From an optimization exercise on the open Yosys and OpenROAD flow, aimed at small area and a short achievable clock period; shortcuts taken in it are not production practice.
Function was checked by simulation only, so behaviour that the tests miss may differ from the original.
Power is estimated from default activity; no workload was simulated.

== oak ==
## udp_rx_payload_fifo
module udp_rx_payload_fifo #(
  parameter int ADDR_W      = 9,
  parameter int MAX_PAYLOAD = 470,
  parameter int PAYLOAD_OFS = 42
) (
  input  logic                   clkRx,
  input  logic                   rstn,
  input  logic                   rx_frame,
  input  logic                   rx_byte_valid,
  input  logic [7:0]             rx_byte,
  input  logic                   rx_frame_end,
  input  logic                   rx_frame_ok,
  input  logic                   rd_en,
  output logic [7:0]             rd_data,
  output logic                   rd_valid,
  output logic                   empty,
  output logic [ADDR_W:0]        fill,
  output logic [15:0]            pkt_count,
  output logic [15:0]            drop_count
);
==> flow/config.mk <==
export PLATFORM = sky130hd
export DESIGN_NAME = udp_rx_payload_fifo
export DESIGN_NICKNAME = udp_rx_payload_fifo
export VERILOG_FILES = /design/flow/design.v
export SDC_FILE = /design/flow/constraint.sdc
export NUM_CORES = 4
export LEC_CHECK = 0
export ABC_CLOCK_PERIOD_IN_PS = 4000
export CAP_MARGIN = 20
export CORE_MARGIN = 2
export CORE_UTILIZATION = 52
export CTS_CLUSTER_DIAMETER = 80
export CTS_CLUSTER_SIZE = 25
export SLEW_MARGIN = 20
==> flow/constraint.sdc <==
create_clock -name core_clock -period 10.0 [get_ports {clkRx}]
set_input_delay 2.0000 -clock core_clock [delete_from_list [all_inputs] [get_ports {clkRx}]]
set_output_delay 2.0000 -clock core_clock [all_outputs]
set_load 0.01 [all_outputs]
standard.sh (not shown) runs the stock make flow with config.mk's settings and CLKGATE_MAP_FILE= SYNTH_SCRIPT=/design/flow/synth_recipe.tcl, a recipe that flattens the netlist after the stock synthesis.
==> flow/flow/run.sh <==
#!/bin/bash
# Standard ORFS layout with a tighter timing-repair target: repair_timing aims
# for SETUP_SLACK_MARGIN ns of setup slack at the design's own clock period
# and constraints (constraint.sdc is used unchanged).
set -euo pipefail
bash standard.sh SETUP_SLACK_MARGIN=7 finish > flow_standard.log 2>&1
Input changes introduced in pine (baseline for comparison: oak):
diff --git a/flow/design.v b/flow/design.v
--- a/flow/design.v
+++ b/flow/design.v
@@ -23,56 +23,56 @@
   localparam int                BIDX_W     = 6;
   localparam logic [BIDX_W-1:0] BIDX_MAX   = '1;
   localparam logic [BIDX_W-1:0] IDX_LEN_HI = BIDX_W'(PAYLOAD_OFS - 4);
   localparam logic [BIDX_W-1:0] IDX_LEN_LO = BIDX_W'(PAYLOAD_OFS - 3);
   localparam logic [BIDX_W-1:0] IDX_HDR_HI = BIDX_W'(PAYLOAD_OFS - 2);
   localparam logic [BIDX_W-1:0] IDX_HDR_LO = BIDX_W'(PAYLOAD_OFS - 1);
   logic [7:0]        mem [DEPTH];
   logic              st_hdr_r, st_pay_r, st_wait_r, st_drop_r;
   logic              skip_r;
   logic [BIDX_W-1:0] bidx_r;
-  logic [7:0]        len_hi_r;
-  logic              len_ok_r;
-  logic [ADDR_W-1:0] plen_r;
-  logic [ADDR_W:0]   lim_r;
+  logic [7:0]        len_hi_r, len_lo_r;
   logic [ADDR_W-1:0] rem_r;
   logic [ADDR_W-1:0] spec_ptr_r, wr_ptr_r;
   logic [ADDR_W:0]   fill_r;
   logic              empty_r;
   logic [7:0]        rd_data_r;
   logic              rd_valid_r;
   logic [15:0]       pkt_count_r, drop_count_r;
   logic [7:0]        epa_r, epb_r, opa_r, opb_r;
   logic [3:0]        epc_r, opc_r;
   logic              rpar_r;
   logic [7:0]        head_e_r, head_o_r;
   logic [7:0]        wdata_s;
   logic              byte_s, commit_s, drop_s, rd_acc_s, we_s;
   logic              is_len_hi, is_len_lo, is_hdr_hi, is_hdr_lo;
   logic [15:0]       udp_len_s;
   logic [ADDR_W:0]   plen_s;       
-  logic              hdr_drop_s;
+  logic              len_bad_s, no_space_s, hdr_drop_s;
   logic [ADDR_W-1:0] pend_s;
   logic [ADDR_W:0]   fill_add_s;
   logic [ADDR_W:0]   fill_nxt_s;
   logic              empty_nxt_s;
   assign byte_s    = rx_byte_valid & rx_frame & ~rx_frame_end;
   assign commit_s  = rx_frame_end & rx_frame_ok & st_wait_r;
   assign drop_s    = rx_frame_end & ~skip_r & ~commit_s;
   assign rd_acc_s  = rd_en & ~empty_r;
   assign is_len_hi = (bidx_r == IDX_LEN_HI);
   assign is_len_lo = (bidx_r == IDX_LEN_LO);
   assign is_hdr_hi = (bidx_r == IDX_HDR_HI);
   assign is_hdr_lo = (bidx_r == IDX_HDR_LO);
-  assign udp_len_s  = {len_hi_r, rx_byte};
-  assign plen_s     = {1'b0, plen_r};
-  assign hdr_drop_s = ~len_ok_r | (fill_r > lim_r);
+  assign udp_len_s  = {len_hi_r, len_lo_r};
+  assign plen_s     = {1'b0, len_hi_r[0], len_lo_r} - 10'd8;
+  assign len_bad_s  = (len_hi_r[7:1] != 7'd0) | (udp_len_s < 16'd8) |
+                      (udp_len_s > 16'(MAX_PAYLOAD + 8));
+  assign no_space_s = ({1'b0, plen_s} + 11'd2 + {1'b0, fill_r}) > 11'(DEPTH);
+  assign hdr_drop_s = len_bad_s | no_space_s;
   assign we_s = byte_s & ((st_pay_r) |
                           (st_hdr_r & is_hdr_lo) |
                           (st_hdr_r & is_hdr_hi & ~hdr_drop_s));
   assign pend_s      = spec_ptr_r - wr_ptr_r;
   assign fill_add_s  = fill_r + {1'b0, pend_s};
   always_comb begin
     case ({commit_s, rd_acc_s})
       2'b00:   fill_nxt_s = fill_r;
       2'b01:   fill_nxt_s = fill_r - 10'd1;
       2'b10:   fill_nxt_s = fill_add_s;
@@ -251,23 +251,21 @@
           end
         end
       end
     end
   end
   always_ff @(posedge clkRx) begin
     if (rx_byte_valid && is_len_hi) begin
       len_hi_r <= rx_byte;
     end
     if (rx_byte_valid && is_len_lo) begin
-      len_ok_r <= (udp_len_s >= 16'd8) && (udp_len_s <= 16'(MAX_PAYLOAD + 8));
-      plen_r   <= udp_len_s[ADDR_W-1:0] - ADDR_W'(8);
-      lim_r    <= (ADDR_W + 1)'(DEPTH + 6) - udp_len_s[ADDR_W:0];
+      len_lo_r <= rx_byte;
     end
     if (st_hdr_r) begin
       rem_r <= plen_s[ADDR_W-1:0];
     end else if (byte_s) begin
       rem_r <= rem_r - 1'b1;
     end
   end
   assign rd_data    = rd_data_r;
   assign rd_valid   = rd_valid_r;
   assign empty      = empty_r;
Findings:
pine finished every stage and its layout cleared the timing, design-rule and antenna checks.
Of pine and oak, pine shows the higher share of the core filled with cells, with oak below it.
The first-pass GRT wire length in pine sits 10 mm above the value recorded for oak.
Count of clock-buffer cells in the layout in pine is 11% above oak.
Between pine and oak, the flip-flop and latch count figures differ only marginally.
The clock network fraction of total power in pine was lower than what oak gave.
Diff oak..pine | post-synthesis instance area | negligible
The global-route usage number comes out higher for pine vs oak.
Compared pine against oak; number of global-route vias before repair within noise.
Compared with oak, wire length on met2 in pine increased slightly.
oak leaves less setup margin than pine.
Looking at post-route minimum period, pine sits 27 ps lower than oak does.
Fmax: pine higher than oak
Relative to oak, post-route fraction of the period consumed by the critical path has gone down in pine.

## port drivers added, routing unchanged
The flow's constraints put no driver on any port. The routed layouts listed below were extracted and timed again, unchanged, in two steps. Step 1, drivers: a clkbuf_16 drives clkRx and a buf_2 each remaining input, both assumed. Step 2 moves the port delays by t, midway between the first and last clock arrival at a register: inputs arrive t later, outputs are due t later. That takes back most of the time a late clock gives input paths. Three values: ideal ports, drivers, drivers and shift; two values: the first two.
run | shift t [ns] | setup WS [ns] | worst setup path at the end | clock arrival spread, ns
oak | 1.014 | 6.351 / 6.287 / 6.085 | input to register | 0.038 / 0.039
pine | 1.000 | 6.377 / 6.330 / 5.617 | input to register | 0.049 / 0.049
After both steps every run listed still meets setup and hold. For pine, which loses most, drivers alone change the setup slack by -0.047 ns; drivers and shift together by -0.760 ns.
